Background: an optimization exercise with open tools, aiming at small area, a short achievable clock period and few clock cycles per item. Do not read the settings as production practice. Function was checked by simulation only, so behaviour that the tests miss may differ from the original. Power figures rest on the tool's default switching activity, not on a simulated workload.

## job 101
Design sorter_top, start of the top module:
module sorter_top (
    input  logic                                        clk_i,
    input  logic                                        rst_i,
    input  logic                                        src_vld_i,
    input  logic [16-1:0]                   src_data_i,
    output logic                                        reorder_vld_o,
    output logic [8*16-1:0] reorder_ranks_o
);
    localparam int DW   = 16;
    localparam int TW   = 4;
    localparam int WIN  = 15;
    localparam int OUTR = 8;
    logic [DW-1:0]      val_q [WIN];
    logic [TW-1:0]      tag_q [WIN];
    logic [TW-1:0]      ptr_q;
    logic               vld_q;
    logic [WIN-1:0]     lt;           
    logic [WIN-1:0]     is_old;       
    logic [WIN-1:0]     past_old;     
    logic [WIN-1:0]     s_up, s_hold, s_new, s_dn;
    logic               load;
  ...
Size: ~21000 sq um of cells after synthesis.
Settings: LEC_CHECK=0, ABC_AREA=1, CAP_MARGIN=20, CORE_MARGIN=2, CORE_UTILIZATION=50, CTS_BUF_LIST=sky130_fd_sc_hd__clkbuf_8, CTS_CLUSTER_SIZE=20, PLACE_DENSITY=0.6, SETUP_SLACK_MARGIN=3.0, SLEW_MARGIN=20, TNS_END_PERCENT=0; clock period 6.0 ns.
standard.sh (not shown) runs the stock make flow with config.mk's settings and CLKGATE_MAP_FILE= SYNTH_SCRIPT=/design/flow/synth_recipe.tcl, a recipe that flattens the netlist after the stock synthesis.
==> flow/flow/run.sh <==
#!/bin/bash
# Standard ORFS layout with two changes:
# - ports are buffered with plain buffers instead of the delay cell that
#   buffer_ports picks by default;
# - before repair_design, the input port buffers are upsized, since each data
#   input fans out to every comparator.
set -e
here=$(pwd)
export BUFFER_PORTS_ARGS="-buffer_cell sky130_fd_sc_hd__buf_1"
export PRE_RESIZE_TCL="$here/flow/upsize_inputs.tcl"
bash standard.sh > standard_run.log 2>&1
==> flow/flow/upsize_inputs.tcl <==
# Input port buffers drive wide fanout (each data bit feeds every comparator);
# give them a strong cell before repair_design builds buffer trees.
foreach inst [get_cells input*] {
  replace_cell $inst sky130_fd_sc_hd__buf_16
}
Testbench counts of job 101, summed over its fixed seeds: cycles 6,400, items 3,200.
Here is what was changed in the inputs of job 102 compared with job 101.
==> flow/flow/run.sh <==
#!/bin/bash
# Standard ORFS layout; ports are buffered with plain buffers instead of the
# delay cell buffer_ports picks by default.
set -e
cp standard.sh standard_sh_copy.log
export BUFFER_PORTS_ARGS="-buffer_cell sky130_fd_sc_hd__buf_1"
bash standard.sh > standard_run.log 2>&1
--- a/flow/config.mk
+++ b/flow/config.mk
@@ -7,3 +7,2 @@
 export LEC_CHECK = 0
-export ABC_AREA = 1
 export CAP_MARGIN = 20
@@ -11,4 +10,2 @@
 export CORE_UTILIZATION = 50
-export CTS_BUF_LIST = sky130_fd_sc_hd__clkbuf_8
-export CTS_CLUSTER_SIZE = 20
 export PLACE_DENSITY = 0.6
removed: flow/flow/upsize_inputs.tcl
==> comparison <==
Going from job 101 to job 102, area enclosed by the die boundary fell by 3500 sq um, worst-case register-to-register setup slack has decreased, sum of routed wire length over all layers lost about 1.6%, part of the power in the clock network increased 7.1 points. Cell area | job 102 vs job 101 | job 102 smaller. Job 102 packs its core more tightly than job 101.
Edits applied to the flow inputs when going from job 102 to job 103:
==> flow/flow/run.sh <==
#!/bin/bash
# Standard ORFS layout with two changes:
# - ports are buffered with plain buffers instead of the delay cell that
#   buffer_ports picks by default;
# - Yosys's ABC maps the logic for delay (map -D) instead of ORFS's speed script.
# Registers are untouched: ABC only maps the combinational logic.
set -e
here=$(pwd)
rm -rf "$here/orfs_scripts"
cp -r "$FLOW_HOME/scripts" "$here/orfs_scripts"
cp "$here/flow/abc_speed.script" "$here/orfs_scripts/abc_speed.script"
export SCRIPTS_DIR="$here/orfs_scripts"
export BUFFER_PORTS_ARGS="-buffer_cell sky130_fd_sc_hd__buf_1"
bash standard.sh > standard_run.log 2>&1
==> flow/flow/abc_speed.script (new file) <==
strash
dch
map -D 1200
buffer -p
upsize -D 1200
dnsize -D 1200
stime -p
Notes after the runs:
| worst-case headroom to the max-slew limit | higher: job 103 |. Compared with job 102, routed wire length on met3 in job 103 increased by a little under 10%. Job 103 vs. job 102: synthesized cell count has increased; area after synthesis has increased; share of power burned in the clock network has decreased. [compare] base=job 102 new=job 103: worst IR drop on VDD saw an increase, fraction of synthesized cell area in xor and xnor cells went down. Non-filler instance count after layout in job 103 vs job 102: up about 27%. For job 102, the top layer reached by signal wires was met4, unlike job 103, where it was met5.
Input changes introduced in job 104 (baseline for comparison: job 103):
==> flow/run.sh (new file) <==
#!/bin/bash
# synth_recipe.tcl (not shown) runs the flow's synth.tcl, then flattens the netlist and writes it again
# the make line also repeats each setting of config.mk as NAME=value (left out here)
make -C /OpenROAD-flow-scripts/flow DESIGN_CONFIG=/design/flow/config.mk WORK_HOME=/design/flow/orfs CLKGATE_MAP_FILE= SYNTH_SCRIPT=/design/flow/synth_recipe.tcl finish
removed: flow/flow/run.sh
removed: flow/flow/abc_speed.script
removed: flow/standard.sh
Results
Job 104 closes out successfully: all stages finished, all timing, DRC and antenna checks passed.
Share of synthesized registers carrying an async set or reset: job 103 vs job 104 identical
In job 104 the hold slack turned out 0.051 ns lower than in job 103.
Job 104 vs job 103, dominant combinational cell family by area after synthesis: compound AO/OA/AOI/OAI gates vs simple AND/OR/NAND/NOR gates
Going from job 103 to job 104, fraction of the mapped netlist area in adder cells grows by 5.7 points.
Job 104 against job 103: sequential power down about 17%, total power down about 27%.
The cell area in job 104 sits 5.7% below the value recorded for job 103.
--- input diff job 104..job 105 ---
==> flow/flow/run.sh (new file) <==
#!/bin/bash
# Standard ORFS layout with two changes:
# - ports are buffered with plain buffers instead of the delay cell that
#   buffer_ports picks by default;
# - the resizer may swap cells across footprints (MATCH_CELL_FOOTPRINT=0);
# - before repair_design, the input port buffers are upsized, since each data
#   input fans out to every comparator.
set -e
here=$(pwd)
export BUFFER_PORTS_ARGS="-buffer_cell sky130_fd_sc_hd__buf_1"
export PRE_RESIZE_TCL="$here/flow/upsize_inputs.tcl"
bash standard.sh MATCH_CELL_FOOTPRINT=0 finish > standard_run.log 2>&1
==> flow/flow/upsize_inputs.tcl (new file) <==
# Input port buffers drive wide fanout (each data bit feeds every comparator);
# give them a strong cell before repair_design builds buffer trees.
foreach inst [get_cells input*] {
  replace_cell $inst sky130_fd_sc_hd__buf_16
}
==> flow/standard.sh (new file) <==
#!/bin/bash
# synth_recipe.tcl (not shown) runs the flow's synth.tcl, then flattens the netlist and writes it again
# the make line also repeats each setting of config.mk as NAME=value (left out here)
make -C /OpenROAD-flow-scripts/flow DESIGN_CONFIG=/design/flow/config.mk WORK_HOME=/design/flow/orfs CLKGATE_MAP_FILE= SYNTH_SCRIPT=/design/flow/synth_recipe.tcl "${@:-finish}"
--- a/flow/config.mk
+++ b/flow/config.mk
@@ -7,2 +7,3 @@
 export LEC_CHECK = 0
+export ABC_AREA = 1
 export CAP_MARGIN = 20
removed: flow/run.sh
==> results.txt <==
- Comparing logic depth of the worst register-to-register path for job 105 and job 104, the smaller number came from job 104.
- Count of nets after finishing sits higher in job 105 than in job 104.
- Met3 wirelength from detailed routing: job 105 < job 104
- Est. power | job 105 vs job 104 | job 105 higher
- src_data_i[9] as the launching element of the worst setup path was reported by job 104, and src_data_i[10] by job 105.
- In the reports for job 105 and job 104, the smaller worst slack on hold paths belongs to job 104.
- Routed wire length deteriorates in job 105 relative to job 104.

---

The RTL this note starts from:
==> flow/design.v <==
module sorter_top (
    input  logic                                        clk_i,
    input  logic                                        rst_i,
    input  logic                                        src_vld_i,
    input  logic [16-1:0]                   src_data_i,
    output logic                                        reorder_vld_o,
    output logic [8*16-1:0] reorder_ranks_o
);
    localparam int DW   = 16;
    localparam int TW   = 4;
    localparam int WIN  = 15;
    localparam int OUTR = 8;
    logic [DW-1:0]      val_q [WIN];
    logic [TW-1:0]      tag_q [WIN];
    logic [TW-1:0]      ptr_q;
    logic               vld_q;
    logic [WIN-1:0]     lt;           
    logic [WIN-1:0]     is_old;       
    logic [WIN-1:0]     past_old;     
    logic [WIN-1:0]     s_up, s_hold, s_new, s_dn;
    logic               load;
    function automatic logic less_than(input logic [DW-1:0] a, input logic [DW-1:0] b);
        logic [DW-1:0] l;
        logic [DW-1:0] ng;
        for (int i = 0; i < DW; i++) begin
            l[i]  = ~a[i] & b[i];
            ng[i] = ~a[i] | b[i];
        end
        for (int s = 1; s < DW; s = s * 2) begin
            for (int i = 0; i + s < DW; i = i + 2 * s) begin
                l[i]  = l[i + s] | (ng[i + s] & l[i]);
                ng[i] = l[i + s] | (ng[i + s] & ng[i]);
            end
        end
        less_than = l[0];
    endfunction
    always_comb begin
        for (int i = 0; i < WIN; i++) begin
            lt[i]     = less_than(src_data_i, val_q[i]);
            is_old[i] = (tag_q[i] == ptr_q);
            past_old[i] = is_old[i] | ((i > 0) ? past_old[(i > 0) ? i-1 : 0] : 1'b0);
        end
    end
    assign load = src_vld_i & ~rst_i;
    always_comb begin
        for (int j = 0; j < WIN; j++) begin
            s_up[j]   = load & (j > 0) & ~past_old[(j > 0) ? j-1 : 0] & lt[(j > 0) ? j-1 : 0];
            s_dn[j]   = load & (j < WIN-1) & past_old[j] & ~lt[(j < WIN-1) ? j+1 : 0];
            if (j == 0) begin
                s_new[j] = load & (past_old[0] ? lt[1] : lt[0]);
            end else if (j == WIN-1) begin
                s_new[j] = load & ~lt[j-1 + (past_old[j-1] ? 1 : 0)];
            end else begin
                s_new[j] = load & (past_old[j] ? lt[j+1] : lt[j])
                                & ~(past_old[j-1] ? lt[j] : lt[j-1]);
            end
            s_hold[j] = ~rst_i & (~load
                                | (~past_old[j] & ~lt[j])
                                | ((j > 0) & past_old[(j > 0) ? j-1 : 0] & lt[j]));
        end
    end
    always_ff @(posedge clk_i) begin
        for (int j = 0; j < WIN; j++) begin
            val_q[j] <= ({DW{s_up[j]}}   & val_q[(j > 0) ? j-1 : 0])
                      | ({DW{s_hold[j]}} & val_q[j])
                      | ({DW{s_new[j]}}  & src_data_i)
                      | ({DW{s_dn[j]}}   & val_q[(j < WIN-1) ? j+1 : 0]);
            tag_q[j] <= ({TW{s_up[j]}}   & tag_q[(j > 0) ? j-1 : 0])
                      | ({TW{s_hold[j]}} & tag_q[j])
                      | ({TW{s_new[j]}}  & ptr_q)
                      | ({TW{s_dn[j]}}   & tag_q[(j < WIN-1) ? j+1 : 0])
                      | ({TW{rst_i}}     & TW'(j));
        end
        if (rst_i) begin
            ptr_q <= '0;
            vld_q <= 1'b0;
        end else begin
            vld_q <= src_vld_i;
            if (src_vld_i) begin
                ptr_q <= (ptr_q == TW'(WIN - 1)) ? '0 : ptr_q + 1'b1;
            end
        end
    end
    assign reorder_vld_o = vld_q;
    always_comb begin
        for (int r = 0; r < OUTR; r++) begin
            reorder_ranks_o[r*DW +: DW] = val_q[r];
        end
    end
endmodule
make LEC_CHECK=0 CAP_MARGIN=20 CORE_MARGIN=2 CORE_UTILIZATION=50 PLACE_DENSITY=0.6 SETUP_SLACK_MARGIN=2.0 SLEW_MARGIN=20 finish   # period 6.0 ns
run.sh (not shown) runs the stock make flow with config.mk's settings and CLKGATE_MAP_FILE= SYNTH_SCRIPT=/design/flow/synth_recipe.tcl, a recipe that flattens the netlist after the stock synthesis.
Stock flow here: none of the scripts above is used.
Testbench counts at the start, summed over its fixed seeds: cycles 6,400, items 3,200.
Then changed:
==> flow/flow/run.sh (new file) <==
#!/bin/bash
# Standard ORFS layout; ports are buffered with plain buffers instead of the
# delay cell buffer_ports picks by default.
set -e
cp standard.sh standard_sh_copy.log
export BUFFER_PORTS_ARGS="-buffer_cell sky130_fd_sc_hd__buf_1"
bash standard.sh > standard_run.log 2>&1
==> flow/standard.sh (new file) <==
#!/bin/bash
# synth_recipe.tcl (not shown) runs the flow's synth.tcl, then flattens the netlist and writes it again
# the make line also repeats each setting of config.mk as NAME=value (left out here)
make -C /OpenROAD-flow-scripts/flow DESIGN_CONFIG=/design/flow/config.mk WORK_HOME=/design/flow/orfs CLKGATE_MAP_FILE= SYNTH_SCRIPT=/design/flow/synth_recipe.tcl "${@:-finish}"
Settings changed: ABC_AREA set to 1, SETUP_SLACK_MARGIN 2.0 to 3.0, TNS_END_PERCENT set to 0.
removed: flow/run.sh
The changed run finished clean.
Global-route usage came out lower by 2.1 points.
Worst setup slack gets better by 0.93 ns.
Clock power barely changes.
Synthesized cell count came out higher by about 60%.
Critical path depth came out higher by 5.
Final area came out higher by 8.0%.
Then changed:
==> flow/flow/run.sh (replaced) <==
#!/bin/bash
# Standard ORFS layout with these changes:
# - Yosys's ABC maps the logic with flow/abc.script (Yosys's own default
#   mapping: &dch, &nf) instead of ORFS's scripts; registers are untouched,
#   ABC only maps the combinational logic;
# - ports are buffered with plain buffers instead of the delay cell that
#   buffer_ports picks by default;
# - the resizer may swap cells across footprints (MATCH_CELL_FOOTPRINT=0);
# - before repair_design, the input port buffers are upsized, since each data
#   input fans out to every comparator.
set -e
here=$(pwd)
rm -rf "$here/orfs_scripts"
cp -r "$FLOW_HOME/scripts" "$here/orfs_scripts"
cp "$here/flow/abc.script" "$here/orfs_scripts/abc_speed.script"
cp "$here/flow/abc.script" "$here/orfs_scripts/abc_area.script"
export SCRIPTS_DIR="$here/orfs_scripts"
export BUFFER_PORTS_ARGS="-buffer_cell sky130_fd_sc_hd__buf_1"
export PRE_RESIZE_TCL="$here/flow/upsize_inputs.tcl"
bash standard.sh MATCH_CELL_FOOTPRINT=0 finish > standard_run.log 2>&1
==> flow/flow/abc.script (new file) <==
strash
&get -n
&fraig -x
&put
scorr
dc2
strash
&get -n
&dch -f
&nf
&put
buffer -p
upsize
dnsize
stime -p
==> flow/flow/upsize_inputs.tcl (new file) <==
# Input port buffers drive wide fanout (each data bit feeds every comparator);
# give them a strong cell before repair_design builds buffer trees.
foreach inst [get_cells input*] {
  replace_cell $inst sky130_fd_sc_hd__buf_16
}
Settings changed: TNS_END_PERCENT 0 to 10.
Effect:
- The new run produced a clean layout
- critical path depth decreases by 2
- non-clock buffer count increases by 14
- power decreases by 14%
- worst setup slack got worse by 0.48 ns
- global-route usage decreases by 0.78 points
- sequential share of layout area increases by 3.7 points
- clock-buffer cell count decreases by 10
- clock skew increases by 0.0066 ns
- via count decreases by 28%
- first-iteration DRC count decreases by 24%

-- re-timing with driven ports --
No port has a modelled driver above. Below, the same layouts with a new extraction and two added sets of constraints. Step 1, drivers: a clkbuf_16 drives clk_i and a buf_2 each remaining input, both assumed. Step 2 times the ports against the registers' clock, not the clock port: input delays grow and output delays shrink by t, the midpoint of the rising clock arrivals with the driver on. a / b / c = no drivers / after step 1 / after step 2; a / b = the first two.
run | t (ns) | slack for setup (ns) | cell pins on the clock port's net
job 101 | 0.712 | 3.023 / 2.991 / 2.279 | 1
job 102 | 0.615 | 2.663 / 2.513 / 1.898 | 1
job 103 | 0.625 | 2.896 / 2.933 / 2.308 | 1
job 104 | 0.611 | 2.556 / 2.570 / 1.959 | 1
job 105 | 0.623 | 3.039 / 3.014 / 2.391 | 1
the first run of note 2 | 0.615 | 1.988 / 2.019 / 1.404 | 1
the second run of note 2 | 0.623 | 2.922 / 2.956 / 2.333 | 1
the third run of note 2 | 0.601 | 2.444 / 2.440 / 1.839 | 1
After both steps setup and hold are still met in every run listed. For job 102, which loses most, drivers alone change the setup slack by -0.150 ns; drivers and shift together by -0.765 ns.
